What follows belongs to an exercise in optimizing a design on an open flow for small area and a short achievable clock period; a production flow would make more cautious choices. Where RTL was checked, it was by simulation tests only, not by an equivalence proof against the original. No functional check of the RTL was part of runs 1 to 3. Power is estimated from default activity; no workload was simulated.

===== flow/run.sh =====
#!/bin/bash
# synth_recipe.tcl (not shown) runs the flow's synth.tcl, then flattens the netlist and writes it again
# the make line also repeats each setting of config.mk as NAME=value (left out here)
make -C /OpenROAD-flow-scripts/flow DESIGN_CONFIG=/design/flow/config.mk WORK_HOME=/design/flow/orfs CLKGATE_MAP_FILE= SYNTH_SCRIPT=/design/flow/synth_recipe.tcl finish

===== flow/config.mk =====
export PLATFORM = sky130hd
export DESIGN_NAME = alu_imm_dq_mw
export DESIGN_NICKNAME = alu_imm_dq_mw
export VERILOG_FILES = /design/flow/design.v
export SDC_FILE = /design/flow/constraint.sdc
export NUM_CORES = 4
export LEC_CHECK = 0
export CAP_MARGIN = 20
export CORE_MARGIN = 2
export CORE_UTILIZATION = 30
export SLEW_MARGIN = 20

===== flow/constraint.sdc =====
create_clock -name core_clock -period 8.0 [get_ports {CLK}]
set_input_delay 1.6000 -clock core_clock [delete_from_list [all_inputs] [get_ports {CLK}]]
set_output_delay 1.6000 -clock core_clock [all_outputs]
set_load 0.01 [all_outputs]

===== flow/design.v =====
package alu_imm_dq_mw_pkg;
  localparam int LOG_PR_COUNT = 7;
  localparam int LOG_PRF_BANK_COUNT = 2;
  localparam int PRF_BANK_COUNT = 1 << LOG_PRF_BANK_COUNT;
  localparam int LOG_ROB_ENTRIES = 7;
  localparam int UPPER_W = LOG_PR_COUNT - LOG_PRF_BANK_COUNT;
  localparam int E_ROB = 0;
  localparam int E_DEST = E_ROB + LOG_ROB_ENTRIES;
  localparam int E_ZERO = E_DEST + LOG_PR_COUNT;
  localparam int E_RDY = E_ZERO + 1;
  localparam int E_APR = E_RDY + 1;
  localparam int E_IMM = E_APR + LOG_PR_COUNT;
  localparam int E_OP = E_IMM + 12;
  localparam int ENTRY_W = E_OP + 4;
endpackage
import alu_imm_dq_mw_pkg::*;
module rob_age_cmp
(
  input  logic [LOG_ROB_ENTRIES-1:0] idx,
  input  logic [LOG_ROB_ENTRIES-1:0] ref_idx,
  input  logic [LOG_ROB_ENTRIES-1:0] head,
  output logic younger_eq
);
  logic [LOG_ROB_ENTRIES-1:0] idx_age, ref_age;
  assign idx_age = idx - head;
  assign ref_age = ref_idx - head;
  assign younger_eq = idx_age >= ref_age;
endmodule
import alu_imm_dq_mw_pkg::*;
module alu_imm_dq_mw
#(
  parameter int ENTRIES = 8,
  parameter int DISPATCH_WAYS = 4,
  parameter int LAUNCH_WAYS = 2,
  parameter int OCC_W = $clog2(ENTRIES + 1)
) (
  input logic CLK,
  input logic RST,
  input  logic [DISPATCH_WAYS-1:0] dispatch_attempt_by_way,
  input  logic [DISPATCH_WAYS-1:0] dispatch_valid_by_way,
  input  logic [DISPATCH_WAYS*4-1:0] dispatch_op_by_way,
  input  logic [DISPATCH_WAYS*12-1:0] dispatch_imm12_by_way,
  input  logic [DISPATCH_WAYS*LOG_PR_COUNT-1:0] dispatch_A_PR_by_way,
  input  logic [DISPATCH_WAYS-1:0] dispatch_A_ready_by_way,
  input  logic [DISPATCH_WAYS-1:0] dispatch_A_is_zero_by_way,
  input  logic [DISPATCH_WAYS*LOG_PR_COUNT-1:0] dispatch_dest_PR_by_way,
  input  logic [DISPATCH_WAYS*LOG_ROB_ENTRIES-1:0] dispatch_ROB_index_by_way,
  output logic [DISPATCH_WAYS-1:0] dispatch_ack_by_way,
  input  logic [PRF_BANK_COUNT-1:0] WB_bus_valid_by_bank,
  input  logic [PRF_BANK_COUNT*UPPER_W-1:0] WB_bus_upper_PR_by_bank,
  input  logic kill_valid,
  input  logic [LOG_ROB_ENTRIES-1:0] kill_ROB_index,
  input  logic [LOG_ROB_ENTRIES-1:0] rob_head_index,
  output logic [LAUNCH_WAYS-1:0] iq_enq_valid,
  output logic [LAUNCH_WAYS*4-1:0] iq_enq_op,
  output logic [LAUNCH_WAYS*12-1:0] iq_enq_imm12,
  output logic [LAUNCH_WAYS*LOG_PR_COUNT-1:0] iq_enq_A_PR,
  output logic [LAUNCH_WAYS-1:0] iq_enq_A_ready,
  output logic [LAUNCH_WAYS-1:0] iq_enq_A_is_zero,
  output logic [LAUNCH_WAYS*LOG_PR_COUNT-1:0] iq_enq_dest_PR,
  output logic [LAUNCH_WAYS*LOG_ROB_ENTRIES-1:0] iq_enq_ROB_index,
  input  logic [LAUNCH_WAYS-1:0] iq_enq_ready,
  output logic [OCC_W-1:0] occupancy
);
  localparam int NB = 4;   
  logic [ENTRIES-1:0][ENTRY_W-1:0] ent_q;
  logic [ENTRIES-1:0] rdy_q, wake, younger, valid, we, rdy_cur;
  logic [DISPATCH_WAYS-1:0][ENTRY_W-1:0] disp;
  logic [DISPATCH_WAYS-1:0] disp_wake, ack, wr;
  logic [DISPATCH_WAYS-1:0][2:0] pos;
  logic [NB-1:0][ENTRY_W-1:0] bus;
  logic [OCC_W-1:0] occ_q, occ_n;
  logic [2:0] head_q, head_n, tail;
  logic [ENTRIES-1:0] hsel0, hsel1;
  logic [LAUNCH_WAYS-1:0] launch;
  logic go;
  logic [2:0] n_att, n_wr;
  logic [OCC_W-1:0] n_keep;
  assign go = ~RST & ~kill_valid;
  function automatic logic pr_match(input logic [LOG_PR_COUNT-1:0] p,
                                    input logic [PRF_BANK_COUNT-1:0] v,
                                    input logic [PRF_BANK_COUNT*UPPER_W-1:0] u);
    pr_match = v[p[1:0]] && u[p[1:0]*UPPER_W +: UPPER_W] == p[LOG_PR_COUNT-1:2];
  endfunction
  for (genvar i = 0; i < ENTRIES; i++) begin : g_ent
    rob_age_cmp u_age (
      .idx(ent_q[i][E_ROB +: LOG_ROB_ENTRIES]),
      .ref_idx(kill_ROB_index),
      .head(rob_head_index),
      .younger_eq(younger[i])
    );
    assign wake[i] = pr_match(ent_q[i][E_APR +: LOG_PR_COUNT], WB_bus_valid_by_bank, WB_bus_upper_PR_by_bank);
    assign rdy_cur[i] = rdy_q[i] | wake[i];
    logic [2:0] hdist;
    assign hdist = 3'(i) - head_q;
    assign valid[i] = {1'b0, hdist} < occ_q;
    assign hsel0[i] = head_q == 3'(i);
    assign hsel1[i] = head_q == 3'(i - 1);
  end
  for (genvar w = 0; w < DISPATCH_WAYS; w++) begin : g_disp
    assign disp_wake[w] = pr_match(dispatch_A_PR_by_way[w*LOG_PR_COUNT +: LOG_PR_COUNT], WB_bus_valid_by_bank, WB_bus_upper_PR_by_bank);
    always_comb begin
      disp[w] = '0;
      disp[w][E_OP +: 4] = dispatch_op_by_way[w*4 +: 4];
      disp[w][E_IMM +: 12] = dispatch_imm12_by_way[w*12 +: 12];
      disp[w][E_APR +: LOG_PR_COUNT] = dispatch_A_PR_by_way[w*LOG_PR_COUNT +: LOG_PR_COUNT];
      disp[w][E_RDY] = dispatch_A_ready_by_way[w] | disp_wake[w];
      disp[w][E_ZERO] = dispatch_A_is_zero_by_way[w];
      disp[w][E_DEST +: LOG_PR_COUNT] = dispatch_dest_PR_by_way[w*LOG_PR_COUNT +: LOG_PR_COUNT];
      disp[w][E_ROB +: LOG_ROB_ENTRIES] = dispatch_ROB_index_by_way[w*LOG_ROB_ENTRIES +: LOG_ROB_ENTRIES];
    end
  end
  assign tail = head_q + occ_q[2:0];
  always_comb begin
    launch[0] = go & (occ_q != 0) & iq_enq_ready[0];
    launch[1] = launch[0] & (occ_q > 1) & iq_enq_ready[1];
    n_att = '0;
    n_wr = '0;
    for (int w = 0; w < DISPATCH_WAYS; w++) begin
      ack[w] = dispatch_attempt_by_way[w] & go & (4'(n_att) + occ_q < 4'(ENTRIES));
      wr[w] = ack[w] & dispatch_valid_by_way[w];
      pos[w] = tail + n_wr;
      n_att += 3'(dispatch_attempt_by_way[w]);
      n_wr += 3'(wr[w]);
    end
    for (int b = 0; b < NB; b++) begin
      bus[b] = '0;
      for (int w = 0; w < DISPATCH_WAYS; w++)
        bus[b] |= {ENTRY_W{wr[w] & (pos[w][1:0] == 2'(b))}} & disp[w];
    end
    for (int j = 0; j < ENTRIES; j++) begin
      we[j] = 1'b0;
      for (int w = 0; w < DISPATCH_WAYS; w++) we[j] |= wr[w] & (pos[w] == 3'(j));
    end
    n_keep = '0;
    for (int j = 0; j < ENTRIES; j++) n_keep += 4'(valid[j] & ~younger[j]);
    if (RST) occ_n = '0;
    else if (kill_valid) occ_n = n_keep;
    else occ_n = occ_q - 4'(launch[0]) - 4'(launch[1]) + 4'(n_wr);
    head_n = RST ? 3'd0 : head_q + 3'(launch[0]) + 3'(launch[1]);
  end
  always_ff @(posedge CLK) begin
    occ_q <= occ_n;
    head_q <= head_n;
    for (int j = 0; j < ENTRIES; j++) begin
      if (we[j]) ent_q[j] <= bus[j % NB];
      rdy_q[j] <= we[j] ? bus[j % NB][E_RDY] : rdy_cur[j];
    end
  end
  logic [LAUNCH_WAYS-1:0][ENTRY_W-1:0] rd;
  logic [LAUNCH_WAYS-1:0] rd_rdy;
  always_comb begin
    rd = '0;
    rd_rdy = '0;
    for (int j = 0; j < ENTRIES; j++) begin
      rd[0] |= {ENTRY_W{hsel0[j]}} & ent_q[j];
      rd[1] |= {ENTRY_W{hsel1[j]}} & ent_q[j];
      rd_rdy[0] |= hsel0[j] & rdy_cur[j];
      rd_rdy[1] |= hsel1[j] & rdy_cur[j];
    end
  end
  assign dispatch_ack_by_way = ack;
  assign iq_enq_valid = launch;
  assign occupancy = occ_q;
  for (genvar k = 0; k < LAUNCH_WAYS; k++) begin : g_out
    assign iq_enq_op[k*4 +: 4] = rd[k][E_OP +: 4];
    assign iq_enq_imm12[k*12 +: 12] = rd[k][E_IMM +: 12];
    assign iq_enq_A_PR[k*LOG_PR_COUNT +: LOG_PR_COUNT] = rd[k][E_APR +: LOG_PR_COUNT];
    assign iq_enq_A_ready[k] = rd_rdy[k];
    assign iq_enq_A_is_zero[k] = rd[k][E_ZERO];
    assign iq_enq_dest_PR[k*LOG_PR_COUNT +: LOG_PR_COUNT] = rd[k][E_DEST +: LOG_PR_COUNT];
    assign iq_enq_ROB_index[k*LOG_ROB_ENTRIES +: LOG_ROB_ENTRIES] = rd[k][E_ROB +: LOG_ROB_ENTRIES];
  end
endmodule

==> impl_metrics.py, run 1 <==
metrics = {
    "floorplanning": {
        "row_count": 104,
        "design.portCount": 295,
        "initial_utilization_pct": 30.3,
        "floorplan.die.height_um": 289,
        "die_w_um": 289,
        "die-area_mm2": 0.0833,
        "core_area_mm2": 0.0803,
    },
    "place": {
        "dp.cells": 3526,
        "portBuffers": 294,
        "detailedPlacementHpwl_um": 69900,
        "gp_congestion": 0.970,
        "worst_slack_at_placement_ns": 0.518,
    },
    "worst_setup_path": {
        "sum_of_buffers_and_inverters_on_the_critical_path": 3,
        "reg2regPathDepth": 23,
        "cp_data_arrival_time_ns": 7.37,
        "critical-path-slowest-cell": "fa_1",
        "worstSetupPathType": "in -> reg",
        "worst_setup_path_end_kind": "flip-flop",
        "worst_r2r_endpoint": "occ_q[2]",
        "reg2reg_setup_slack_ns": 2.09,
        "max_stage_delay_ns": 0.52,
        "worst-path-max-fanout": 3,
        "worst_ep_required_time_ns": 8.40,
        "crit_top_cell": "fa_1",
        "crit_family": "adder cells",
        "regToRegStartpoint": "ent_q[0]",
        "crit_path_cell_trace": "clkdlybuf4s50_1, ha_1, fa_1, nor2b_1, o21ai_0, a21boi_0, nor2_1, ha_1, a21oi_1, a21oi_1, maj3_1, maj3_1, o21bai_1, fa_1, fa_1, inv_1, fa_1, ha_1, inv_1, fa_1, xnor2_1, a21oi_1, nor2_1",
        "start_kind": "input port",
    },
    "sta": {
        "grt_setup_unrepaired": "false",
        "clock.fmax_ghz": 0.143,
        "period_share_pct": 87.2,
        "finalHoldViolCount": 0,
        "setup_ws_ns": 1.02,
        "final.setup_skew_ns": 0.0119,
        "setup_tns_ns": 0,
        "tightest_slew_ns": 1.17,
        "fin_crit_ns": 6.98,
        "maxSlewHeadroom_pct": 21.8,
        "maxSlewViolCount": 0,
        "setup_viol": 0,
    },
    "finish": {
        "multi_input_area_mm2": 0.0138,
        "fin_nets": 2865,
        "layout_stage_area_growth_over_the_synthesis_result_pct": 20.9,
        "finish.cell_count_without_fillers": 3593,
        "layout.area.seq_mm2": 0.00943,
        "final.fill_count": 7808,
        "drive_above_1_share_pct": 10.2,
    },
    "synth": {
        "proportion_of_netlist_area_held_by_the_largest_area_contributor_pct": 37.6,
        "yosysWarnings": 1,
        "synth_cells": 2329,
        "synth_area_leader_cell": "edfxtp_1",
        "synth.ff_latch_count": 319,
        "async_set_reset_flop_share_out_of_synthesis_pct": 0,
        "synth_cell_types": 84,
        "netlist_area_mm2": 0.0243,
        "synth.area.top_cells": "edfxtp_1 38%, a22oi_1 7.2%, ha_1 6.7%",
        "net_count_of_the_mapped_netlist": 2689,
        "number_of_enable_type_register_cells_in_the_synthesized_netlist": 304,
        "synth_flop_type": "edfxtp_1",
        "syn_area_per_cell_um2": 10.4,
        "register_area_share_after_synthesis_pct": 38.8,
    },
    "clocking": {
        "path_clk_slew_ns": 0.06,
        "clock_insertion_delay_at_the_later_pin_of_the_skew_report_ns": 0.52,
        "h-tree-depth": 2,
        "post-cts-setup-buffer-count": 0,
        "numCtsBuffers": 35,
        "cts.sink_count": 319,
        "cts_tree": "built",
        "cts.path.max_buffers": 3,
        "holdBufCountCts": 0,
        "postCtsResizedCells": 0,
        "root_buffer_cell": "clkbuf_16",
    },
    "pwr": {
        "power_per_cell_area_mw_per_mm2": 181,
        "power_leakage_nw": 10.5,
        "ir_worst_vdd_v": 0.000113,
    },
    "hold_path": {
        "hold_path_startpoint": "rdy_q[5]",
        "holdPathStages": 2,
        "hold_path.class": "reg -> reg",
        "worstHoldEndpoint": "rdy_q[5]",
    },
    "grt": {
        "global_route.usage.total_pct": 23.9,
        "grt_start_max_net_pins": 80,
        "first_global_vias": 22400,
        "grt_first_pass_wirelength_um": 148000,
        "globalRoute.busiestLayer": "met2",
        "globalRouteOverflowTotal": 0,
        "groute.layer.met1.usage_pct": 30.7,
        "grtUsageMet3_pct": 3.91,
        "grt_antenna_before_repair": 6,
        "gr-usage-met2_pct": 39.8,
    },
    "routing": {
        "avgRoutedWirePerCell_um": 28.7,
        "drt_first_iter_violations": 3222,
        "num_vias": 22600,
        "routed_wire_length_um": 103000,
        "residual_antenna_violating_net_count_after_detailed_routing": 0,
        "drt_pre_antenna_iters": 10,
        "vias_per_cell": 6.29,
        "drcViolationCount": 0,
    },
    "job": {
        "maxCapViolCount": 0,
    },
    "status": {
        "status": "complete, no violations",
    },
}
[synth_stat cells, types with 5 or more instances]
cell type	count
a21boi_0	9
edfxtp_1	304
mux2i_1	54
clkbuf_1	147
nor4_1	5
inv_1	90
a22oi_1	234
buf_2	41
xnor2_1	74
mux4_1	5
xor2_1	44
or4_1	5
or3_1	5
a222oi_1	104
o21a_1	14
nand3b_1	9
mux4_2	39
o211ai_1	14
o22ai_1	5
a21o_1	26
o21ai_0	42
a31oi_1	5
nor2b_1	23
dfxtp_1	15
nand3_1	170
fa_1	23
nor2_1	61
o32ai_1	5
a21oi_1	42
ha_1	130
buf_1	8
a221o_1	50
nand4_1	8
and2_1	10
nand2_1	261
nor3_1	20
and3_1	8
mux2_2	78
a22o_1	50
[tightest hold or removal path, delay by kind of cell, from the launching register on]
kind             cells  cell delay (ns)
DFF                  1             0.32
muxes                1             0.06
and+or+nand+nor      1             0.10
[state kept, by name, summed over array words and instances (netlist names)]
| name | count |
|---|---|
| ent_q | 304 |
| head_q | 3 |
| occ_q | 4 |
| rdy_q | 8 |
[kinds of logic (layout without fill, tap and decap cells)]
group	Yosys count	after routing	synth area share [%]
simple gates	610	610	11.7
fa+ha+maj	157	157	8.76
mux	176	176	10.0
buf+inv	298	497	5.05
xor+xnor	119	119	4.32
other cells	0	5	0
compound gates	650	650	21.4
flops	319	319	38.8
[layer usage]
metal | wire, um | up-vias
met4 | 4740 | 2
met2 | 48500 | 1578
li1 | - | 9563
met1 | 39400 | 11100
met5 | 11 | -
met3 | 10500 | 312
[where the power goes]
group	switching [W]	internal [W]
clock	0.000668	0.000905
sequential	0.0000963	0.00196
combinational	0.000953	0.000734
[worst max-delay path by stage]
stage                to  cells after the start         startpoint  slack, ns
3_5_place_dp   occ_q[2]                     23  rob_head_index[2]       0.52
5_1_grt        occ_q[2]                     23  rob_head_index[0]       0.69
3_3_place_gp   occ_q[2]                     23  rob_head_index[2]       0.45
4_1_cts        occ_q[2]                     23  rob_head_index[2]       1.02
6_report       occ_q[2]                     23  rob_head_index[0]       1.02
2_1_floorplan  occ_q[2]                     23  rob_head_index[1]       1.04
[per-stage QoR]
| stage | power, W | util [%] | hold WS (ns) | area [um2] |
|---|---|---|---|---|
| 6_report | 0.00531 | 36.6 | 0.527 | 29400 |
| 5_1_grt | 0.00553 | 36.6 | 0.567 | 29400 |
| 4_1_cts | 0.00530 | 36.5 | 0.528 | 29300 |
| 3_5_place_dp | 0.00374 | 35.1 | 0.508 | 28200 |
| 3_3_place_gp | 0.00371 | 35.1 | 0.512 | 28200 |
| 2_1_floorplan | 0.00297 | - | 0.471 | 24300 |
[cells in the final DEF (no fill, tap or decap), types with 6 or more instances in the layout]
cell type	n
xor2_1	44
dfxtp_1	14
a21oi_1	42
nor2_1	58
nor2b_1	23
xnor2_1	74
inv_1	90
and2_1	7
a22o_1	50
a222oi_1	104
fa_1	23
a221o_1	49
ha_1	127
mux4_2	39
edfxtp_1	304
nor3_1	19
clkbuf_16	35
a21o_1	26
nand3b_1	9
mux2i_1	54
nand2_1	259
clkbuf_1	6
clkdlybuf4s50_1	294
a21boi_0	9
buf_4	45
and3_1	6
nand3_1	167
mux2_2	78
a22oi_1	234
o21ai_0	42
o211ai_1	14
o21a_1	14
nand4_1	8
[area by class of cell]
type	count	share of cell area (%)
well taps	1060	4.52
inverters	92	1.18
diodes	5	0.0426
flip-flops and latches	319	32.1
repair buffers	345	11.6
clock buffers	41	3.06
multi-input cells	1712	46.8
clock inverters	19	0.639
==> run 2: changes to the inputs <==
--- a/flow/design.v
+++ b/flow/design.v
@@ -23,6 +23,10 @@
 );
-  logic [LOG_ROB_ENTRIES-1:0] idx_age, ref_age;
-  assign idx_age = idx - head;
-  assign ref_age = ref_idx - head;
-  assign younger_eq = idx_age >= ref_age;
+  function automatic logic less(input logic [LOG_ROB_ENTRIES-1:0] a, input logic [LOG_ROB_ENTRIES-1:0] b);
+    less = 1'b0;
+    for (int i = 0; i < LOG_ROB_ENTRIES; i++) less = b[i] ? (~a[i] | less) : (~a[i] & less);
+  endfunction
+  logic idx_wrap, ref_wrap;
+  assign idx_wrap = less(idx, head);
+  assign ref_wrap = less(ref_idx, head);
+  assign younger_eq = idx_wrap == ref_wrap ? ~less(idx, ref_idx) : idx_wrap;
 endmodule
@@ -66,14 +70,13 @@
   logic [ENTRIES-1:0][ENTRY_W-1:0] ent_q;
-  logic [ENTRIES-1:0] rdy_q, wake, younger, valid, we, rdy_cur;
+  logic [ENTRIES-1:0] rdy_q, vs_q, vs_n, hd_q, hd_n, younger, we, rdy_cur, hd1, tl, therm;
   logic [DISPATCH_WAYS-1:0][ENTRY_W-1:0] disp;
   logic [DISPATCH_WAYS-1:0] disp_wake, ack, wr;
-  logic [DISPATCH_WAYS-1:0][2:0] pos;
+  logic [DISPATCH_WAYS-1:0][DISPATCH_WAYS-1:0] rank;   
+  logic [DISPATCH_WAYS:0] nw_gt;                       
+  logic [NB-1:0][DISPATCH_WAYS-1:0] bsel;              
+  logic [NB-1:0] tl4;
   logic [NB-1:0][ENTRY_W-1:0] bus;
-  logic [OCC_W-1:0] occ_q, occ_n;
-  logic [2:0] head_q, head_n, tail;
-  logic [ENTRIES-1:0] hsel0, hsel1;
+  logic [OCC_W-1:0] occ;
   logic [LAUNCH_WAYS-1:0] launch;
-  logic go;
-  logic [2:0] n_att, n_wr;
-  logic [OCC_W-1:0] n_keep;
+  logic go, full;
   assign go = ~RST & ~kill_valid;
@@ -84,2 +87,3 @@
   endfunction
+  assign full = &vs_q;
   for (genvar i = 0; i < ENTRIES; i++) begin : g_ent
@@ -91,9 +95,12 @@
     );
-    assign wake[i] = pr_match(ent_q[i][E_APR +: LOG_PR_COUNT], WB_bus_valid_by_bank, WB_bus_upper_PR_by_bank);
-    assign rdy_cur[i] = rdy_q[i] | wake[i];
-    logic [2:0] hdist;
-    assign hdist = 3'(i) - head_q;
-    assign valid[i] = {1'b0, hdist} < occ_q;
-    assign hsel0[i] = head_q == 3'(i);
-    assign hsel1[i] = head_q == 3'(i - 1);
+    assign rdy_cur[i] = rdy_q[i] | pr_match(ent_q[i][E_APR +: LOG_PR_COUNT], WB_bus_valid_by_bank, WB_bus_upper_PR_by_bank);
+    assign hd1[i] = hd_q[(i + ENTRIES - 1) % ENTRIES];
+    assign tl[i] = (~vs_q[i] & vs_q[(i + ENTRIES - 1) % ENTRIES]) | (hd_q[i] & (~vs_q[i] | full));
+    always_comb begin
+      therm[i] = 1'b0;
+      for (int j = 0; j < ENTRIES; j++) therm[i] |= hd_q[j] & vs_q[(j + i) % ENTRIES];
+    end
+  end
+  for (genvar b = 0; b < NB; b++) begin : g_tl4
+    assign tl4[b] = tl[b] | tl[b + NB];
   end
@@ -112,19 +119,32 @@
   end
-  assign tail = head_q + occ_q[2:0];
+  assign occ[3] = therm[7];
+  assign occ[2] = therm[3] & ~therm[7];
+  assign occ[1] = (therm[1] & ~therm[3]) | (therm[5] & ~therm[7]);
+  assign occ[0] = (therm[0] & ~therm[1]) | (therm[2] & ~therm[3]) | (therm[4] & ~therm[5]) | (therm[6] & ~therm[7]);
   always_comb begin
-    launch[0] = go & (occ_q != 0) & iq_enq_ready[0];
-    launch[1] = launch[0] & (occ_q > 1) & iq_enq_ready[1];
-    n_att = '0;
-    n_wr = '0;
+    logic [DISPATCH_WAYS:0] att_before, wr_before;   
+    launch[0] = go & therm[0] & iq_enq_ready[0];
+    launch[1] = launch[0] & therm[1] & iq_enq_ready[1];
+    att_before = 5'b00001;
+    wr_before = 5'b00001;
     for (int w = 0; w < DISPATCH_WAYS; w++) begin
-      ack[w] = dispatch_attempt_by_way[w] & go & (4'(n_att) + occ_q < 4'(ENTRIES));
+      ack[w] = 1'b0;
+      for (int n = 0; n <= w; n++) ack[w] |= att_before[n] & ~therm[ENTRIES - 1 - n];
+      ack[w] &= dispatch_attempt_by_way[w] & go;
       wr[w] = ack[w] & dispatch_valid_by_way[w];
-      pos[w] = tail + n_wr;
-      n_att += 3'(dispatch_attempt_by_way[w]);
-      n_wr += 3'(wr[w]);
+      rank[w] = wr[w] ? wr_before[DISPATCH_WAYS-1:0] : '0;
+      if (dispatch_attempt_by_way[w]) att_before = att_before << 1;
+      if (wr[w]) wr_before = wr_before << 1;
     end
+    nw_gt = '0;
+    for (int r = 0; r <= DISPATCH_WAYS; r++)
+      for (int n = r + 1; n <= DISPATCH_WAYS; n++) nw_gt[r] |= wr_before[n];
+    for (int b = 0; b < NB; b++)
+      for (int w = 0; w < DISPATCH_WAYS; w++) begin
+        bsel[b][w] = 1'b0;
+        for (int r = 0; r < DISPATCH_WAYS; r++) bsel[b][w] |= rank[w][r] & tl4[(b - r + NB) % NB];
+      end
     for (int b = 0; b < NB; b++) begin
       bus[b] = '0;
-      for (int w = 0; w < DISPATCH_WAYS; w++)
-        bus[b] |= {ENTRY_W{wr[w] & (pos[w][1:0] == 2'(b))}} & disp[w];
+      for (int w = 0; w < DISPATCH_WAYS; w++) bus[b] |= {ENTRY_W{bsel[b][w]}} & disp[w];
     end
@@ -132,14 +152,15 @@
       we[j] = 1'b0;
-      for (int w = 0; w < DISPATCH_WAYS; w++) we[j] |= wr[w] & (pos[w] == 3'(j));
+      for (int r = 0; r < DISPATCH_WAYS; r++) we[j] |= nw_gt[r] & tl[(j - r + ENTRIES) % ENTRIES];
     end
-    n_keep = '0;
-    for (int j = 0; j < ENTRIES; j++) n_keep += 4'(valid[j] & ~younger[j]);
-    if (RST) occ_n = '0;
-    else if (kill_valid) occ_n = n_keep;
-    else occ_n = occ_q - 4'(launch[0]) - 4'(launch[1]) + 4'(n_wr);
-    head_n = RST ? 3'd0 : head_q + 3'(launch[0]) + 3'(launch[1]);
+    if (RST) vs_n = '0;
+    else if (kill_valid) vs_n = vs_q & ~younger;
+    else vs_n = (vs_q & ~(hd_q & {ENTRIES{launch[0]}}) & ~(hd1 & {ENTRIES{launch[1]}})) | we;
+    if (RST) hd_n = ENTRIES'(1);
+    else if (launch[1]) hd_n = {hd_q[ENTRIES-3:0], hd_q[ENTRIES-1:ENTRIES-2]};
+    else if (launch[0]) hd_n = {hd_q[ENTRIES-2:0], hd_q[ENTRIES-1]};
+    else hd_n = hd_q;
   end
   always_ff @(posedge CLK) begin
-    occ_q <= occ_n;
-    head_q <= head_n;
+    vs_q <= vs_n;
+    hd_q <= hd_n;
     for (int j = 0; j < ENTRIES; j++) begin
@@ -155,6 +176,6 @@
     for (int j = 0; j < ENTRIES; j++) begin
-      rd[0] |= {ENTRY_W{hsel0[j]}} & ent_q[j];
-      rd[1] |= {ENTRY_W{hsel1[j]}} & ent_q[j];
-      rd_rdy[0] |= hsel0[j] & rdy_cur[j];
-      rd_rdy[1] |= hsel1[j] & rdy_cur[j];
+      rd[0] |= {ENTRY_W{hd_q[j]}} & ent_q[j];
+      rd[1] |= {ENTRY_W{hd1[j]}} & ent_q[j];
+      rd_rdy[0] |= hd_q[j] & rdy_q[j];
+      rd_rdy[1] |= hd1[j] & rdy_q[j];
     end
@@ -163,3 +184,3 @@
   assign iq_enq_valid = launch;
-  assign occupancy = occ_q;
+  assign occupancy = occ;
   for (genvar k = 0; k < LAUNCH_WAYS; k++) begin : g_out
@@ -168,3 +189,3 @@
     assign iq_enq_A_PR[k*LOG_PR_COUNT +: LOG_PR_COUNT] = rd[k][E_APR +: LOG_PR_COUNT];
-    assign iq_enq_A_ready[k] = rd_rdy[k];
+    assign iq_enq_A_ready[k] = rd_rdy[k] | pr_match(rd[k][E_APR +: LOG_PR_COUNT], WB_bus_valid_by_bank, WB_bus_upper_PR_by_bank);
     assign iq_enq_A_is_zero[k] = rd[k][E_ZERO];
==> run 2 against run 1 <==
Via count increased by 1.2%. Combinational power decreased by 56%. Sequential power decreased by 4%. Register-to-register slack improved by 0.70 ns. Flip-flop and latch count increased by 9. Worst hold slack improved by 0.10 ns. Final cell count decreased by 7.9%. Die area decreased by 5.5%. Area after synthesis decreased by 5.6%. Cell area decreased by 4.9%. Non-clock buffer count decreased by 13. Largest power group unchanged.
==> impl_metrics.py, run 2 <==
metrics = {
    "synth": {
        "async_set_reset_flop_share_out_of_synthesis_pct": 0,
        "yosysWarnings": 2,
        "number_of_enable_type_register_cells_in_the_synthesized_netlist": 304,
        "netlist_area_mm2": 0.0229,
        "synth_cell_types": 83,
        "synthTopCellsByCount": "350 x a22oi_1, 304 x edfxtp_1, 216 x nand2_1, 157 x clkbuf_1, 84 x a22o_1",
        "synth_area_leader_cell": "edfxtp_1",
        "proportion_of_netlist_area_held_by_the_largest_area_contributor_pct": 39.8,
        "yosys.cell_count.top_type": "a22oi_1",
        "synth.area.top_cells": "edfxtp_1 40%, a22oi_1 11%, mux4_2 7.1%",
        "register_area_share_after_synthesis_pct": 41.9,
        "synth_cells": 2162,
        "syn_area_per_cell_um2": 10.6,
        "net_count_of_the_mapped_netlist": 2373,
        "synth_flop_type": "edfxtp_1",
        "synth.ff_latch_count": 328,
    },
    "grt": {
        "gr-usage-met2_pct": 41.4,
        "groute.layer.met1.usage_pct": 33.0,
        "first_global_vias": 22000,
        "grt_antenna_before_repair": 1,
        "globalRouteOverflowTotal": 0,
        "globalRoute.busiestLayer": "met2",
        "grt_first_pass_wirelength_um": 152000,
        "grtUsageMet3_pct": 5.45,
        "grt_start_max_net_pins": 70,
        "global_route.usage.total_pct": 26.0,
    },
    "sta": {
        "setup_tns_ns": 0,
        "fin_crit_ns": 6.42,
        "tightest_slew_ns": 1.08,
        "maxSlewHeadroom_pct": 27.6,
        "setup_viol": 0,
        "clock.fmax_ghz": 0.156,
        "period_share_pct": 80.3,
        "grt_setup_unrepaired": "false",
        "maxSlewViolCount": 0,
        "finalHoldViolCount": 0,
        "final.setup_skew_ns": 0.0204,
    },
    "clocking": {
        "postCtsResizedCells": 0,
        "numCtsBuffers": 37,
        "cts.sink_count": 328,
        "cts.path.max_buffers": 3,
        "clock_insertion_delay_at_the_later_pin_of_the_skew_report_ns": 0.58,
        "cts_tree": "built",
        "root_buffer_cell": "clkbuf_16",
        "post-cts-setup-buffer-count": 0,
        "h-tree-depth": 2,
        "holdBufCountCts": 0,
        "path_clk_slew_ns": 0.06,
    },
    "routing": {
        "drt_pre_antenna_iters": 10,
        "drt_first_iter_violations": 4243,
        "avgRoutedWirePerCell_um": 32.1,
        "num_vias": 22900,
        "residual_antenna_violating_net_count_after_detailed_routing": 0,
        "vias_per_cell": 6.91,
        "routed_wire_length_um": 106000,
        "drcViolationCount": 0,
    },
    "finish": {
        "drive_above_1_share_pct": 10.2,
        "most_frequent_standard_cell_in_the_layout_excluding_fill_and_tap_cells": "a22oi_1",
        "regMostFlops": "ent_q",
        "utilization_pct": 36.8,
        "n_antenna_cell": 0,
        "layout.cells.most_common_list": "350 x a22oi_1, 304 x edfxtp_1, 294 x clkdlybuf4s50_1, 215 x nand2_1, 84 x a22o_1",
        "largest_register_ff_count": 304,
        "layout_stage_area_growth_over_the_synthesis_result_pct": 21.8,
        "fin_nets": 2513,
        "final.fill_count": 7331,
    },
    "status": {
        "status": "complete, no violations",
    },
    "floorplanning": {
        "initial_utilization_pct": 30.2,
        "die-area_mm2": 0.0786,
        "row_count": 101,
        "design.portCount": 295,
        "floorplan.die.height_um": 280,
        "die_w_um": 280,
        "core_area_mm2": 0.0758,
    },
    "worst_setup_path": {
        "worstSetupPathType": "in -> reg",
        "worst_ep_required_time_ns": 8.47,
        "worst_setup_path_end_kind": "flip-flop",
        "worst_r2r_endpoint": "rdy_q[5]",
        "worst-path-max-fanout": 15,
        "cp_data_arrival_time_ns": 6.89,
        "reg2reg_setup_slack_ns": 2.79,
        "reg2regPathDepth": 13,
        "regToRegStartpoint": "hd_q[4]",
        "start_kind": "input port",
    },
    "pwr": {
        "power_leakage_nw": 9.04,
        "switching_power_w": 0.00121,
        "power_per_cell_area_mw_per_mm2": 163,
        "ir_worst_vdd_v": 0.000136,
        "internal_power_consumption_w": 0.00333,
        "swShare_pct": 26.8,
        "sequentialPowerShare_pct": 43.2,
        "combinationalPowerShare_pct": 16.5,
        "clk_pwr_share_pct": 40.3,
    },
    "hold_path": {
        "worstHoldEndpoint": "rdy_q[7]",
        "hold_path_startpoint": "rdy_q[7]",
        "holdPathStages": 2,
        "hold_path.class": "reg -> reg",
    },
    "place": {
        "detailedPlacementHpwl_um": 71400,
        "portBuffers": 294,
        "gp_congestion": 0.944,
    },
    "job": {
        "maxCapViolCount": 0,
    },
}
## run 2: cell count changes in the layout (fill, tap and decap cells not counted), sizes merged, moves of 35 or more
cell,change
inv,-56
nand4,+75
mux2,-66
nand3,-152
nand2,-45
a22oi,+117
nand2b,+35
xnor2,-56
ha,-126
## run 2: critical path: stages
cell and delay [ns]:
clkdlybuf4s50_1 0.69, nor2_1 0.20, buf_4 0.24, nand3_1 0.23
nor2_1 0.43, clkinv_1 0.46, ha_1 0.61, inv_1 0.20
nor3_1 0.54, nor2_1 0.25, a21oi_1 0.24, or3_2 0.49
buf_4 0.32, mux2_1 0.34
## run 2: metrics by stage
stage          hold WS [ns]  setup WS (ns)  power [W]  area [um2]  instances
3_5_place_dp          0.621           1.20    0.00273       26600       3241
3_3_place_gp          0.618           1.24    0.00272       26600       3241
5_1_grt               0.675           1.31    0.00467       27900       3308
6_report              0.632           1.58    0.00454       27900       3308
2_1_floorplan         0.544           2.59    0.00233       22900       2162
4_1_cts               0.636           1.75    0.00454       27900       3308
## run 2: final cells by class
cell class                      instances  area, um2  area share (%)
Multi-Input combinational cell       1559      12400            44.3
Inverter                               44        165           0.592
Timing Repair Buffer                  332       3230            11.6
Tap cell                              978       1220            4.38
Clock inverter                         24        354            1.27
Clock buffer                           43        948            3.40
Sequential cell                       328       9640            34.5
## run 2: routing by layer
layer | vias to the layer above | wire length, um
met5 | - | 10
li1 | 9313 | -
met2 | 1966 | 48800
met4 | 2 | 6230
met3 | 373 | 12300
met1 | 11200 | 38900
## run 2: how the worst max path moves through the flow
stage / end / slack [ns] / cells past startpoint / startpoint
floorplan: rdy_q[4] / 2.59 / 11 / RST
global placement: rdy_q[5] / 1.24 / 14 / RST
detailed placement: rdy_q[4] / 1.20 / 14 / RST
CTS: rdy_q[5] / 1.75 / 14 / RST
global route: rdy_q[4] / 1.31 / 14 / RST
finish: rdy_q[5] / 1.58 / 14 / RST
## run 2: kinds of logic after synthesis
group,after synthesis,share of synthesized area (%)
flip-flops,328,41.9
multiplexers,114,9.00
buffers and inverters,275,4.90
AO/OA/AOI/OAI,865,30.0
adder cells (fa/ha/maj),23,1.05
AND/OR/NAND/NOR,486,10.5
XOR/XNOR,71,2.71
## run 2: power by group through the flow
stage | Combinational, W | Clock, W | Sequential, W
after floorplan | 0.000369 | 0 | 0.00196
after detailed placement | 0.000732 | 0 | 0.00199
after CTS | 0.000735 | 0.00184 | 0.00196
after global routing | 0.000784 | 0.00192 | 0.00196
final | 0.000749 | 0.00183 | 0.00196
after global placement | 0.000724 | 0 | 0.00199
==> run 3: changes to the inputs <==
--- a/flow/design.v
+++ b/flow/design.v
@@ -72,3 +72,3 @@
   logic [DISPATCH_WAYS-1:0][ENTRY_W-1:0] disp;
-  logic [DISPATCH_WAYS-1:0] disp_wake, ack, wr;
+  logic [DISPATCH_WAYS-1:0] disp_wake, room, ack, wr;
   logic [DISPATCH_WAYS-1:0][DISPATCH_WAYS-1:0] rank;   
@@ -130,6 +130,7 @@
     for (int w = 0; w < DISPATCH_WAYS; w++) begin
-      ack[w] = 1'b0;
-      for (int n = 0; n <= w; n++) ack[w] |= att_before[n] & ~therm[ENTRIES - 1 - n];
-      ack[w] &= dispatch_attempt_by_way[w] & go;
-      wr[w] = ack[w] & dispatch_valid_by_way[w];
+      room[w] = 1'b0;
+      for (int n = 0; n <= w; n++) room[w] |= att_before[n] & ~therm[ENTRIES - 1 - n];
+      room[w] &= dispatch_attempt_by_way[w];
+      ack[w] = room[w] & go;
+      wr[w] = room[w] & dispatch_valid_by_way[w];
       rank[w] = wr[w] ? wr_before[DISPATCH_WAYS-1:0] : '0;
==> flow/flow/run.sh (new file) <==
#!/bin/bash
# Own layout flow: the standard ORFS flow, with the port buffers made of buf_1 cells
# instead of the resizer's default pick. Every other step is the standard flow.
set -euo pipefail
bash standard.sh "BUFFER_PORTS_ARGS=-buffer_cell sky130_fd_sc_hd__buf_1" finish > standard.log 2>&1
==> flow/standard.sh (new file) <==
#!/bin/bash
# synth_recipe.tcl (not shown) runs the flow's synth.tcl, then flattens the netlist and writes it again
# the make line also repeats each setting of config.mk as NAME=value (left out here)
make -C /OpenROAD-flow-scripts/flow DESIGN_CONFIG=/design/flow/config.mk WORK_HOME=/design/flow/orfs CLKGATE_MAP_FILE= SYNTH_SCRIPT=/design/flow/synth_recipe.tcl "${@:-finish}"
--- a/flow/config.mk
+++ b/flow/config.mk
@@ -10,2 +10,3 @@
 export CORE_UTILIZATION = 30
+export SETUP_SLACK_MARGIN = 3.2
 export SLEW_MARGIN = 20
removed: flow/run.sh
==> run 3 against run 2 <==
Cell area decreased by 3.6%. Still clean on timing, DRC and antenna. Highest routed layer unchanged. Utilization decreased by 1.3 points. Clock power about the same. Critical endpoint is now iq_enq_A_ready[1]. Wire length increased by 0.81%. Critical path type is now reg -> out. Largest cell class unchanged.
==> impl_metrics.py, run 3 <==
metrics = {
    "synth": {
        "synth.ff_latch_count": 328,
        "synthTopCellsByCount": "363 x nand2_1, 346 x a22oi_1, 304 x edfxtp_1, 159 x a222oi_1, 155 x clkbuf_1",
        "synth.area.top_cells": "edfxtp_1 40%, a22oi_1 11%, a222oi_1 7.0%",
        "yosys.cell_count.top_type": "nand2_1",
        "synth_cell_types": 77,
        "proportion_of_netlist_area_held_by_the_largest_area_contributor_pct": 39.9,
        "yosysWarnings": 2,
        "net_count_of_the_mapped_netlist": 2445,
        "synth_cells": 2234,
        "netlist_area_mm2": 0.0229,
        "number_of_enable_type_register_cells_in_the_synthesized_netlist": 304,
        "syn_area_per_cell_um2": 10.2,
        "async_set_reset_flop_share_out_of_synthesis_pct": 0,
        "synth_area_leader_cell": "edfxtp_1",
        "register_area_share_after_synthesis_pct": 42.0,
        "synth_flop_type": "edfxtp_1",
    },
    "clocking": {
        "clock_insertion_delay_at_the_later_pin_of_the_skew_report_ns": 0.56,
        "path_clk_slew_ns": 0.07,
        "h-tree-depth": 2,
        "cts_tree": "built",
        "numCtsBuffers": 38,
        "cts.path.max_buffers": 3,
        "root_buffer_cell": "clkbuf_16",
        "cts.sink_count": 328,
    },
    "sta": {
        "final.setup_skew_ns": 0.0167,
        "fin_crit_ns": 4.85,
        "finalHoldViolCount": 0,
        "period_share_pct": 60.7,
        "grt_setup_unrepaired": "true",
        "setup_viol": 0,
        "maxSlewViolCount": 0,
        "setup_tns_ns": 0,
        "clock.fmax_ghz": 0.206,
        "setup_ws_ns": 3.15,
        "maxSlewHeadroom_pct": 30.0,
        "tightest_slew_ns": 1.05,
    },
    "floorplanning": {
        "core_area_mm2": 0.0757,
        "row_count": 101,
        "die-area_mm2": 0.0784,
        "design.portCount": 295,
        "initial_utilization_pct": 30.2,
        "floorplan.die.height_um": 280,
        "die_w_um": 280,
    },
    "worst_setup_path": {
        "worst_ep_required_time_ns": 6.40,
        "cp_data_arrival_time_ns": 3.25,
        "crit_top_cell": "nand4_1",
        "start_kind": "flip-flop",
        "worstSetupPathType": "reg -> out",
        "crit_path_cell_trace": "buf_12, a22oi_1, nand4_1, xor2_1, nor4_2, nand3_1, nand4_1, buf_2",
        "worst-path-max-fanout": 71,
        "critical-path-slowest-cell": "dfxtp_4",
        "max_stage_delay_ns": 0.45,
        "worst_setup_path_end_kind": "primary output",
    },
    "place": {
        "worst_slack_at_placement_ns": 2.25,
        "gp_congestion": 0.947,
        "detailedPlacementHpwl_um": 66900,
        "dp.cells": 3298,
        "portBuffers": 294,
    },
    "pwr": {
        "power_leakage_nw": 8.92,
        "ir_worst_vdd_v": 0.000133,
        "clk_pwr_share_pct": 31.2,
        "power_per_cell_area_mw_per_mm2": 219,
        "switching_power_w": 0.00204,
        "swShare_pct": 34.7,
        "internal_power_consumption_w": 0.00384,
        "combinationalPowerShare_pct": 28.8,
        "sequentialPowerShare_pct": 39.9,
    },
    "grt": {
        "grt_antenna_before_repair": 14,
        "grt_first_pass_wirelength_um": 153000,
        "globalRouteOverflowTotal": 0,
        "first_global_vias": 22700,
        "global_route.usage.total_pct": 26.0,
        "grt_start_max_net_pins": 75,
    },
    "finish": {
        "regMostFlops": "ent_q",
        "final.fill_count": 7380,
        "largest_register_ff_count": 304,
        "layout.area.seq_mm2": 0.00964,
        "fin_nets": 2644,
        "utilization_pct": 35.6,
        "finish.cell_count_without_fillers": 3441,
        "most_frequent_standard_cell_in_the_layout_excluding_fill_and_tap_cells": "nand2_1",
        "layout_stage_area_growth_over_the_synthesis_result_pct": 17.7,
        "layout.cells.most_common_list": "362 x nand2_1, 343 x a22oi_1, 304 x edfxtp_1, 266 x buf_1, 159 x a222oi_1",
        "drive_above_1_share_pct": 14.2,
        "multi_input_area_mm2": 0.0123,
    },
    "status": {
        "status": "complete, no violations",
    },
    "routing": {
        "drt_first_iter_violations": 4755,
        "vias_per_cell": 6.84,
        "avgRoutedWirePerCell_um": 31.1,
        "residual_antenna_violating_net_count_after_detailed_routing": 0,
        "num_vias": 23500,
        "drcViolationCount": 0,
        "drt_pre_antenna_iters": 14,
        "routed_wire_length_um": 107000,
    },
    "hold_path": {
        "hold_path.class": "reg -> reg",
    },
    "job": {
        "maxCapViolCount": 0,
    },
}
[run 3: changes by cell type after synthesis, moves of 7 or more]
cell / before / now
a22o_1: 84 / 4
and2_1: 9 / 2
nand2_1: 216 / 363
a221o_1: 79 / 7
a222oi_1: 78 / 159
o2111ai_1: 1 / 8
maj3_1: 19 / 29
inv_1: 36 / 45
a21oi_1: 60 / 45
[run 3: final cells by class]
class	count	area share, %
multi-input combinational	1615	45.9
inverter	51	0.828
antenna	6	0.0558
sequential	328	35.8
clock inverter	21	1.05
tap	978	4.55
clock buffer	43	3.68
timing repair buffer	399	8.16
[run 3: power by group through the flow]
stage                     registers [W]  logic, W  clock network, W
final                           0.00235   0.00170           0.00184
after global routing            0.00236   0.00179           0.00191
after CTS                       0.00234   0.00160           0.00184
after detailed placement        0.00238   0.00153                 0
after global placement          0.00238   0.00150                 0
after floorplan                 0.00227  0.000973                 0
[run 3: critical path: cells and delay by family, from the launching register on]
family,cells,cell delay (ns)
flops,1,0.45
simple gates,4,1.12
xor+xnor,1,0.30
compound gates,1,0.26
buf+inv,2,0.42
[run 3: logic make-up after synthesis]
group | synth area share [%]
AO/OA/AOI/OAI | 26.9
AND/OR/NAND/NOR | 12.7
flip-flops | 42.0
buffers and inverters | 5.23
multiplexers | 8.99
XOR/XNOR | 2.60
adder cells (fa/ha/maj) | 1.49
[run 3: stage by stage]
stage	total power (W)	hold slack (ns)	instance area [um2]
4_1_cts	0.00578	0.683	26500
3_5_place_dp	0.00391	0.665	24700
5_1_grt	0.00606	0.702	26900
3_3_place_gp	0.00388	0.653	24700
2_1_floorplan	0.00324	0.566	23000
6_report	0.00588	0.692	26900
[run 3: repair_timing]
item | in CTS | in global routing
gates cloned | 1 | 0
gates resized for setup | 78 | 34
hold buffers | 0 | 0
buffers inserted | 34 | 38
endpoints found under the setup margin | 314 | 359
pin swaps | 12 | 10
[run 3: path summary, 6_finish.rpt]
check	endpoint	start	slack (ns)	cells past startpoint
max	iq_enq_A_ready[1]	hd_q[6]	3.15	8
min	rdy_q[5]	rdy_q[5]	0.69	2
max reg2reg	ent_q[238]	vs_q[7]	3.39	11
min reg2reg	rdy_q[5]	rdy_q[5]	0.69	2
[run 3: per-layer routing]
| layer | GRT usage, % | up-vias | routed length [um] |
|---|---|---|---|
| met5 | 0 | - | 86 |
| li1 | - | 9573 | - |
| met4 | 14.1 | 12 | 6450 |
| met1 | 32.3 | 11500 | 38400 |
| met3 | 6.84 | 435 | 13500 |
| met2 | 41.1 | 2013 | 48700 |
==> run 4: changes to the inputs <==
--- a/flow/design.v
+++ b/flow/design.v
@@ -27,6 +27,7 @@
   endfunction
-  logic idx_wrap, ref_wrap;
-  assign idx_wrap = less(idx, head);
-  assign ref_wrap = less(ref_idx, head);
-  assign younger_eq = idx_wrap == ref_wrap ? ~less(idx, ref_idx) : idx_wrap;
+  logic ge_ref, lt_head, ref_wraps;
+  assign ge_ref = ~less(idx, ref_idx);
+  assign lt_head = less(idx, head);
+  assign ref_wraps = ~less(ref_idx, head);
+  assign younger_eq = ref_wraps ? (ge_ref | lt_head) : (ge_ref & lt_head);
 endmodule
@@ -125,3 +126,3 @@
     logic [DISPATCH_WAYS:0] att_before, wr_before;   
-    launch[0] = go & therm[0] & iq_enq_ready[0];
+    launch[0] = ~kill_valid & therm[0] & iq_enq_ready[0];
     launch[1] = launch[0] & therm[1] & iq_enq_ready[1];
@@ -167,4 +168,4 @@
     for (int j = 0; j < ENTRIES; j++) begin
-      if (we[j]) ent_q[j] <= bus[j % NB];
-      rdy_q[j] <= we[j] ? bus[j % NB][E_RDY] : rdy_cur[j];
+      if (~vs_q[j]) ent_q[j] <= bus[j % NB];
+      rdy_q[j] <= ~vs_q[j] ? bus[j % NB][E_RDY] : rdy_cur[j];
     end
@@ -184,3 +185,3 @@
   assign dispatch_ack_by_way = ack;
-  assign iq_enq_valid = launch;
+  assign iq_enq_valid = launch & {LAUNCH_WAYS{~RST}};
   assign occupancy = occ;
@@ -190,3 +191,8 @@
     assign iq_enq_A_PR[k*LOG_PR_COUNT +: LOG_PR_COUNT] = rd[k][E_APR +: LOG_PR_COUNT];
-    assign iq_enq_A_ready[k] = rd_rdy[k] | pr_match(rd[k][E_APR +: LOG_PR_COUNT], WB_bus_valid_by_bank, WB_bus_upper_PR_by_bank);
+    always_comb begin
+      iq_enq_A_ready[k] = rd_rdy[k];
+      for (int b = 0; b < PRF_BANK_COUNT; b++)
+        iq_enq_A_ready[k] |= (rd[k][E_APR +: LOG_PRF_BANK_COUNT] == LOG_PRF_BANK_COUNT'(b)) & WB_bus_valid_by_bank[b] &
+                             (WB_bus_upper_PR_by_bank[b*UPPER_W +: UPPER_W] == rd[k][E_APR + LOG_PRF_BANK_COUNT +: UPPER_W]);
+    end
     assign iq_enq_A_is_zero[k] = rd[k][E_ZERO];
==> flow/flow/run.sh (replaced) <==
#!/bin/bash
# Own layout flow: the standard ORFS flow (standard.sh) with two changes:
#  - the port buffers are buf_1 cells instead of the resizer's default pick;
#  - clock tree synthesis uses clkbuf_8/16 with larger sink clusters and no dummy loads.
# Every other step, including synthesis, is the standard flow.
set -euo pipefail
bash standard.sh \
  "BUFFER_PORTS_ARGS=-buffer_cell sky130_fd_sc_hd__buf_1" \
  "CTS_ARGS=-sink_clustering_enable -repair_clock_nets -dont_use_dummy_load -sink_clustering_size 25 -sink_clustering_max_diameter 80 -buf_list {sky130_fd_sc_hd__clkbuf_8 sky130_fd_sc_hd__clkbuf_16}" \
  finish > standard.log 2>&1
--- a/flow/config.mk
+++ b/flow/config.mk
@@ -10,3 +10,3 @@
 export CORE_UTILIZATION = 30
-export SETUP_SLACK_MARGIN = 3.2
+export SETUP_SLACK_MARGIN = 3.7
 export SLEW_MARGIN = 20
==> run 4 against run 3 <==
Worst setup slack improved by 0.51 ns. Via count decreased by 1.2%. Non-clock buffer count decreased by 16. First-iteration DRC count decreased by 15%. Global-route usage increased by 0.56 points. Cell area decreased by 2.8%. Combinational power decreased by 4%. Utilization decreased by 1.0 points. Worst hold slack got worse by 0.070 ns. Fmax increased by 12%. Synthesized cell count decreased by 1.1%. Critical endpoint is now iq_enq_A_ready[0].
==> impl_metrics.py, run 4 <==
metrics = {
    "synth": {
        "synthTopCellsByCount": "345 x a22oi_1, 304 x edfxtp_1, 218 x nand2_1, 170 x clkbuf_1, 120 x a222oi_1",
        "number_of_enable_type_register_cells_in_the_synthesized_netlist": 304,
        "register_area_share_after_synthesis_pct": 42.0,
        "async_set_reset_flop_share_out_of_synthesis_pct": 0,
        "yosys.cell_count.top_type": "a22oi_1",
        "synth_area_leader_cell": "edfxtp_1",
        "syn_area_per_cell_um2": 10.4,
        "synth_cell_types": 86,
        "synth.area.top_cells": "edfxtp_1 40%, a22oi_1 11%, mux4_2 6.9%",
        "synth.ff_latch_count": 328,
        "yosysWarnings": 2,
        "proportion_of_netlist_area_held_by_the_largest_area_contributor_pct": 39.9,
        "synth_flop_type": "edfxtp_1",
        "netlist_area_mm2": 0.0229,
        "net_count_of_the_mapped_netlist": 2421,
        "synth_cells": 2210,
    },
    "worst_setup_path": {
        "cp_data_arrival_time_ns": 2.75,
        "worstSetupPathType": "in -> out",
        "start_kind": "input port",
        "worst_ep_required_time_ns": 6.40,
        "crit_path_cell_trace": "buf_6, buf_6, xor2_1, nor4_2, a31oi_1, nand2_1, buf_2",
        "crit_top_cell": "buf_6",
        "worst_setup_path_end_kind": "primary output",
        "worst-path-max-fanout": 7,
        "max_stage_delay_ns": 0.35,
        "critical-path-slowest-cell": "nor4_2",
    },
    "finish": {
        "largest_register_ff_count": 304,
        "final.fill_count": 7572,
        "layout_stage_area_growth_over_the_synthesis_result_pct": 14.3,
        "regMostFlops": "ent_q",
        "fin_nets": 2599,
        "layout.cells.most_common_list": "345 x a22oi_1, 304 x edfxtp_1, 269 x buf_1, 215 x nand2_1, 120 x a222oi_1",
        "most_frequent_standard_cell_in_the_layout_excluding_fill_and_tap_cells": "a22oi_1",
        "drive_above_1_share_pct": 12.1,
    },
    "floorplanning": {
        "design.portCount": 295,
        "die_w_um": 280,
        "initial_utilization_pct": 30.2,
        "floorplan.die.height_um": 280,
        "row_count": 101,
        "die-area_mm2": 0.0785,
        "core_area_mm2": 0.0757,
    },
    "sta": {
        "finalHoldViolCount": 0,
        "clock.fmax_ghz": 0.230,
        "maxSlewHeadroom_pct": 27.0,
        "period_share_pct": 54.3,
        "setup_tns_ns": 0,
        "grt_setup_unrepaired": "true",
        "fin_crit_ns": 4.35,
        "final.setup_skew_ns": 0.0718,
        "setup_viol": 0,
        "maxSlewViolCount": 0,
        "tightest_slew_ns": 1.09,
    },
    "routing": {
        "drt_first_iter_violations": 4023,
        "vias_per_cell": 6.88,
        "residual_antenna_violating_net_count_after_detailed_routing": 0,
        "num_vias": 23200,
        "routed_wire_length_um": 110000,
        "avgRoutedWirePerCell_um": 32.5,
        "drt_pre_antenna_iters": 13,
        "drcViolationCount": 0,
    },
    "pwr": {
        "clk_pwr_share_pct": 20.5,
        "power_leakage_nw": 9.08,
        "ir_worst_vdd_v": 0.000129,
        "power_per_cell_area_mw_per_mm2": 201,
        "internal_power_consumption_w": 0.00337,
        "switching_power_w": 0.00189,
        "combinationalPowerShare_pct": 31.0,
        "sequentialPowerShare_pct": 48.6,
        "report.power.total_w": 0.00525,
        "swShare_pct": 35.9,
    },
    "clocking": {
        "h-tree-depth": 1,
        "root_buffer_cell": "clkbuf_16",
        "path_clk_slew_ns": 0.06,
        "holdBufCountCts": 0,
        "cts.path.max_buffers": 3,
        "cts_tree": "built",
        "numCtsBuffers": 23,
        "clock_insertion_delay_at_the_later_pin_of_the_skew_report_ns": 0.58,
        "cts.sink_count": 328,
    },
    "place": {
        "portBuffers": 294,
        "detailedPlacementHpwl_um": 67200,
        "gp_congestion": 0.946,
    },
    "job": {
        "maxCapViolCount": 0,
    },
    "grt": {
        "first_global_vias": 23000,
        "globalRouteOverflowTotal": 0,
        "grt_start_max_net_pins": 77,
        "global_route.usage.total_pct": 26.5,
        "grt_antenna_before_repair": 13,
        "grt_first_pass_wirelength_um": 156000,
    },
    "status": {
        "status": "complete, no violations",
    },
    "hold_path": {
        "hold_path.class": "reg -> reg",
    },
}
==> run 4: cell count changes in the layout (fill, tap and decap cells not counted), sizes merged, moves of 11 or more <==
cell,before,now
nand2,363,218
o21ai,38,79
a222oi,159,120
a22o,4,41
a221o,7,43
inv,52,83
a21oi,45,69
mux2i,35,13
clkbuf,50,32
xnor2,13,31
buf,391,374
mux2,13,2
==> run 4: layout make-up <==
type / count / area (um2) / share of cell area [%]
well taps: 978 / 1220 / 4.68
diodes: 11 / 27.5 / 0.105
clock buffers: 23 / 576 / 2.20
inverters: 89 / 337 / 1.29
flip-flops and latches: 328 / 9640 / 36.9
multi-input cells: 1563 / 12300 / 46.9
repair buffers: 383 / 2090 / 8.00
==> run 4: critical path, delay by kind of cell <==
family	cells	cell delay, ns
compound gates	1	0.15
xor+xnor	1	0.17
buf+inv	3	0.35
simple gates	2	0.47
==> run 4: path summary, 6_finish.rpt <==
path / from / endpoint / slack [ns] / cells after the start
max: WB_bus_upper_PR_by_bank[10] / iq_enq_A_ready[0] / 3.65 / 7
min: vs_q[0] / ent_q[21] / 0.62 / 1
max reg2reg: hd_q[1] / ent_q[274] / 3.87 / 14
min reg2reg: vs_q[0] / ent_q[21] / 0.62 / 1
==> run 4: what timing repair did <==
action | CTS | global route
pin swaps | 20 | 15
gates resized for setup | 53 | 43
setup endpoints to repair | 248 | 284
setup buffers | 25 | 18
gates cloned | 1 | 1
==> run 4: power groups by stage <==
| stage | clock network, W | logic [W] | registers [W] |
|---|---|---|---|
| 6_report | 0.00107 | 0.00163 | 0.00255 |
| 5_1_grt | 0.00115 | 0.00170 | 0.00258 |
| 4_1_cts | 0.00108 | 0.00154 | 0.00254 |
| 3_5_place_dp | 0 | 0.00148 | 0.00258 |
| 3_3_place_gp | 0 | 0.00146 | 0.00257 |
| 2_1_floorplan | 0 | 0.000990 | 0.00240 |
==> run 4: through the flow <==
| stage | utilization, % | setup WS (ns) | hold slack [ns] | cells | area, um2 |
|---|---|---|---|---|---|
| floorplan | - | 3.84 | 0.557 | 2210 | 22900 |
| global placement | 32.7 | 2.99 | 0.595 | 3296 | 24800 |
| detailed placement | 32.7 | 2.83 | 0.600 | 3296 | 24800 |
| CTS | 34.0 | 3.59 | 0.619 | 3345 | 25800 |
| global route | 34.5 | 3.64 | 0.652 | 3366 | 26100 |
| finish | 34.5 | 3.65 | 0.622 | 3375 | 26200 |
==> run 4: cells by family after synthesis <==
logic type / count (synthesis) / synth area share (%)
buf+inv: 320 / 5.54
flops: 328 / 42.0
simple gates: 488 / 10.5
xor+xnor: 96 / 3.68
fa+ha+maj: 34 / 1.56
compound gates: 859 / 29.2
mux: 85 / 7.56
==> run 4: per-layer routing <==
layer	global-route usage [%]	wire length [um]	vias up	share of wire, %
li1	-	-	9465	-
met1	32.4	37900	11500	34
met2	43.7	51600	1917	47
met3	6.35	14200	395	13
met4	13.2	6050	6	5.5
met5	0	41	-	0.037
==> run 5: changes to the inputs <==
--- a/flow/design.v
+++ b/flow/design.v
@@ -71,2 +71,3 @@
   logic [ENTRIES-1:0][ENTRY_W-1:0] ent_q;
+  logic [ENTRIES-1:0] therm_q, therm_n, yrot, launched;
   logic [ENTRIES-1:0] rdy_q, vs_q, vs_n, hd_q, hd_n, younger, we, rdy_cur, hd1, tl, therm;
@@ -100,4 +101,4 @@
     always_comb begin
-      therm[i] = 1'b0;
-      for (int j = 0; j < ENTRIES; j++) therm[i] |= hd_q[j] & vs_q[(j + i) % ENTRIES];
+      yrot[i] = 1'b0;
+      for (int j = 0; j < ENTRIES; j++) yrot[i] |= hd_q[j] & younger[(j + i) % ENTRIES];
     end
@@ -120,2 +121,3 @@
   end
+  assign therm = therm_q;
   assign occ[3] = therm[7];
@@ -159,2 +161,12 @@
     else vs_n = (vs_q & ~(hd_q & {ENTRIES{launch[0]}}) & ~(hd1 & {ENTRIES{launch[1]}})) | we;
+    for (int i = 0; i < ENTRIES; i++)
+      launched[i] = launch[1] ? (i + 2 < ENTRIES && therm_q[(i + 2) % ENTRIES]) :
+                    launch[0] ? (i + 1 < ENTRIES && therm_q[(i + 1) % ENTRIES]) : therm_q[i];
+    for (int i = 0; i < ENTRIES; i++) begin
+      therm_n[i] = 1'b0;
+      for (int n = 0; n <= DISPATCH_WAYS; n++)
+        if (wr_before[n]) therm_n[i] = i < n || launched[(i - n + ENTRIES) % ENTRIES];
+    end
+    if (RST) therm_n = '0;
+    else if (kill_valid) therm_n = therm_q & ~yrot;
     if (RST) hd_n = ENTRIES'(1);
@@ -167,2 +179,3 @@
     hd_q <= hd_n;
+    therm_q <= therm_n;
     for (int j = 0; j < ENTRIES; j++) begin
--- a/flow/config.mk
+++ b/flow/config.mk
@@ -10,3 +10,3 @@
 export CORE_UTILIZATION = 30
-export SETUP_SLACK_MARGIN = 3.7
+export SETUP_SLACK_MARGIN = 3.8
 export SLEW_MARGIN = 20
==> run 5 against run 4 <==
Fmax decreased by 6.1%. Worst hold slack got worse by 0.032 ns. Cell area increased by 4.3%. Worst setup slack worse by 0.28 ns. Clock skew fell by 0.014 ns. Clock-buffer cell count fell by 1. Non-clock buffer count up 29. Critical path depth shrank 1. Wire length is 2.8% lower. Final cell count increased by 6.1%.
==> impl_metrics.py, run 5 <==
metrics = {
    "grt": {
        "globalRouteOverflowTotal": 0,
        "global_route.usage.total_pct": 25.3,
        "first_global_vias": 22100,
        "grt_first_pass_wirelength_um": 150000,
        "grt_antenna_before_repair": 14,
        "grt_start_max_net_pins": 75,
    },
    "place": {
        "placed_area_mm2": 0.0251,
        "gp_congestion": 0.958,
        "portBuffers": 294,
        "detailedPlacementHpwl_um": 63700,
    },
    "hold_path": {
        "holdPathStages": 1,
        "hold_path_startpoint": "vs_q[0]",
        "hold_path.class": "reg -> reg",
        "worstHoldEndpoint": "rdy_q[0]",
    },
    "pwr": {
        "ir_worst_vdd_v": 0.000128,
        "report.power.total_w": 0.00535,
        "switching_power_w": 0.00194,
        "clk_pwr_share_pct": 19.8,
        "internal_power_consumption_w": 0.00342,
        "combinationalPowerShare_pct": 32.0,
        "power_leakage_nw": 9.40,
        "swShare_pct": 36.2,
        "power_per_cell_area_mw_per_mm2": 196,
        "sequentialPowerShare_pct": 48.2,
    },
    "sta": {
        "final.setup_skew_ns": 0.0577,
        "clock.fmax_ghz": 0.216,
        "fin_crit_ns": 4.63,
        "maxSlewHeadroom_pct": 38.6,
        "setup_tns_ns": 0,
        "setup_viol": 0,
        "grt_setup_unrepaired": "true",
        "period_share_pct": 57.9,
        "tightest_slew_ns": 0.921,
        "hold-worst-slack_ns": 0.589,
        "maxSlewViolCount": 0,
        "finalHoldViolCount": 0,
    },
    "worst_setup_path": {
        "worst_ep_required_time_ns": 6.40,
        "sum_of_buffers_and_inverters_on_the_critical_path": 1,
        "cp_data_arrival_time_ns": 3.03,
        "worst_setup_path_end_kind": "primary output",
        "crit_path_cell_trace": "a22oi_1, nand4_1, nor4bb_2, a211oi_4, nand4_1, buf_2",
        "crit_family": "simple AND/OR/NAND/NOR gates",
        "regToRegStartpoint": "hd_q[4]",
        "critical-path-slowest-cell": "edfxtp_1",
        "crit_top_cell": "nand4_1",
        "worst-path-max-fanout": 8,
        "start_kind": "flip-flop",
        "reg2regPathDepth": 11,
        "worstSetupPathType": "reg -> out",
        "worst_r2r_endpoint": "rdy_q[3]",
        "max_stage_delay_ns": 0.64,
        "reg2reg_setup_slack_ns": 4.18,
    },
    "floorplanning": {
        "row_count": 101,
        "core_area_mm2": 0.0762,
        "floorplan.die.height_um": 282,
        "initial_utilization_pct": 30.4,
        "die-area_mm2": 0.0795,
        "design.portCount": 295,
        "die_w_um": 282,
    },
    "routing": {
        "drt_first_iter_violations": 4456,
        "vias_per_cell": 6.64,
        "num_vias": 23800,
        "residual_antenna_violating_net_count_after_detailed_routing": 0,
        "routed_wire_length_um": 107000,
        "drcViolationCount": 0,
        "drt_pre_antenna_iters": 11,
        "avgRoutedWirePerCell_um": 29.8,
    },
    "job": {
        "maxCapViolCount": 0,
    },
    "clocking": {
        "h-tree-depth": 1,
        "clock_insertion_delay_at_the_later_pin_of_the_skew_report_ns": 0.57,
        "root_buffer_cell": "clkbuf_16",
        "cts_tree": "built",
        "path_clk_slew_ns": 0.10,
        "cts.sink_count": 336,
        "numCtsBuffers": 22,
        "cts.path.max_buffers": 3,
    },
    "synth": {
        "synth_compound_gate_area_share_pct": 26.6,
        "synth_area_leader_cell": "edfxtp_1",
        "synth.area.top_cells": "edfxtp_1 39%, a22oi_1 11%, mux4_2 7.0%",
        "yosysWarnings": 2,
        "synthTopCellsByCount": "420 x nand2_1, 333 x a22oi_1, 304 x edfxtp_1, 161 x clkbuf_1, 157 x a222oi_1",
        "synth_fa_ha_area_share_pct": 1.45,
        "synth_cells": 2339,
        "syn_area_per_cell_um2": 9.91,
        "post_synth_mux_area_share_pct": 7.13,
        "synth_flop_type": "edfxtp_1",
        "register_area_share_after_synthesis_pct": 42.2,
        "async_set_reset_flop_share_out_of_synthesis_pct": 0,
        "yosys.cell_count.top_type": "nand2_1",
        "synth.ff_latch_count": 336,
        "net_count_of_the_mapped_netlist": 2551,
        "synthSimpleGateAreaFrac_pct": 13.8,
        "netlist_area_mm2": 0.0232,
        "synth_cell_types": 78,
        "synth_xor_area_share_pct": 3.82,
        "largest_family_of_logic_cells_by_synthesized_area": "compound AO/OA/AOI/OAI gates",
        "proportion_of_netlist_area_held_by_the_largest_area_contributor_pct": 39.4,
        "number_of_enable_type_register_cells_in_the_synthesized_netlist": 304,
    },
    "finish": {
        "layout_stage_area_growth_over_the_synthesis_result_pct": 17.7,
        "final.fill_count": 7607,
        "most_frequent_standard_cell_in_the_layout_excluding_fill_and_tap_cells": "nand2_1",
        "largest_register_ff_count": 304,
        "regMostFlops": "ent_q",
        "finish.instance_area_mm2": 0.0273,
        "fin_nets": 2756,
        "layout.cells.most_common_list": "414 x nand2_1, 325 x a22oi_1, 304 x edfxtp_1, 258 x buf_1, 157 x a222oi_1",
        "drive_above_1_share_pct": 14.4,
    },
    "status": {
        "status": "complete, no violations",
    },
}
==> run 5: changes by cell type in the layout (fill, tap and decap cells not counted), moves of 20 or more <==
cell      change
nand2_1     +199
a221o_1      -35
o21ai_0      -30
inv_1        -23
a222oi_1     +37
a22o_1       -28
a22oi_1      -20
buf_4        +34
==> run 5: worst register-to-register path: cells and delay by family (launching register included) <==
kind / cells / cell delay, ns
buffers and inverters: 3 / 0.99
DFF: 1 / 0.52
AOI/OAI and AO/OA: 5 / 1.50
and+or+nand+nor: 3 / 0.73
==> run 5: what timing repair did <==
| action | 4_1_cts | 5_1_grt |
|---|---|---|
| buffers inserted | 48 | 32 |
| hold buffers | 0 | 0 |
| cloned | 5 | 2 |
| gates resized for setup | 138 | 54 |
| endpoints found under the setup margin | 188 | 219 |
| pin swaps | 36 | 17 |
==> run 5: worst max path at each step <==
| stage | start | endpoint | slack [ns] | cells past startpoint |
|---|---|---|---|---|
| final | ent_q[212] | iq_enq_A_ready[0] | 3.37 | 6 |
| after global routing | ent_q[95] | iq_enq_A_ready[1] | 3.28 | 9 |
| after CTS | WB_bus_upper_PR_by_bank[3] | iq_enq_A_ready[0] | 3.43 | 8 |
| after detailed placement | dispatch_attempt_by_way[0] | vs_q[6] | 2.66 | 12 |
| after global placement | WB_bus_upper_PR_by_bank[2] | iq_enq_A_ready[0] | 2.75 | 8 |
| after floorplan | WB_bus_upper_PR_by_bank[4] | iq_enq_A_ready[0] | 3.82 | 7 |
==> run 5: logic make-up (layout without fill, tap and decap cells) <==
kind of cell | count (synthesis) | count (layout)
compound gates | 790 | 793
xor+xnor | 101 | 101
simple gates | 706 | 707
mux | 75 | 75
buf+inv | 299 | 498
flops | 336 | 336
other cells | 0 | 9
fa+ha+maj | 32 | 32
==> run 5: final cells by class <==
type	count	area [um2]	area share, %
flip-flops and latches	336	9800	35.9
multi-input cells	1708	12900	47.4
inverters	64	244	0.895
repair buffers	412	2440	8.93
well taps	1030	1290	4.73
diodes	9	22.5	0.0826
clock buffers	22	551	2.02
==> run 5: per-stage QoR <==
stage	instances	setup slack [ns]	utilization (%)
final	3581	3.37	35.8
after global routing	3579	3.28	35.8
after global placement	3462	2.75	32.9
after detailed placement	3462	2.66	32.9
after floorplan	2339	3.82	-
after CTS	3537	3.43	35.0
==> run 5: power groups by stage <==
stage / Clock [W] / Combinational (W) / Sequential, W
after global placement: 0 / 0.00146 / 0.00262
after global routing: 0.00113 / 0.00180 / 0.00261
after CTS: 0.00107 / 0.00159 / 0.00257
after detailed placement: 0 / 0.00146 / 0.00262
after floorplan: 0 / 0.000990 / 0.00246
final: 0.00106 / 0.00171 / 0.00258
==> run 5: per-layer routing <==
| metal | global-route usage (%) | routed length (um) | up-vias |
|---|---|---|---|
| li1 | - | - | 9864 |
| met1 | 32.9 | 38800 | 11400 |
| met2 | 39.2 | 47100 | 2129 |
| met3 | 6.20 | 14800 | 390 |
| met4 | 12.7 | 5960 | 10 |
| met5 | 0 | 57 | - |

Re-timed with assumed drivers on the ports (clkbuf_16 on the clock, buf_2 on other inputs), run 5 has 3.307 ns of setup slack against 3.371 ns with ideal ports, and 3.332 ns once port delays also move by the mid clock arrival of 0.606 ns.
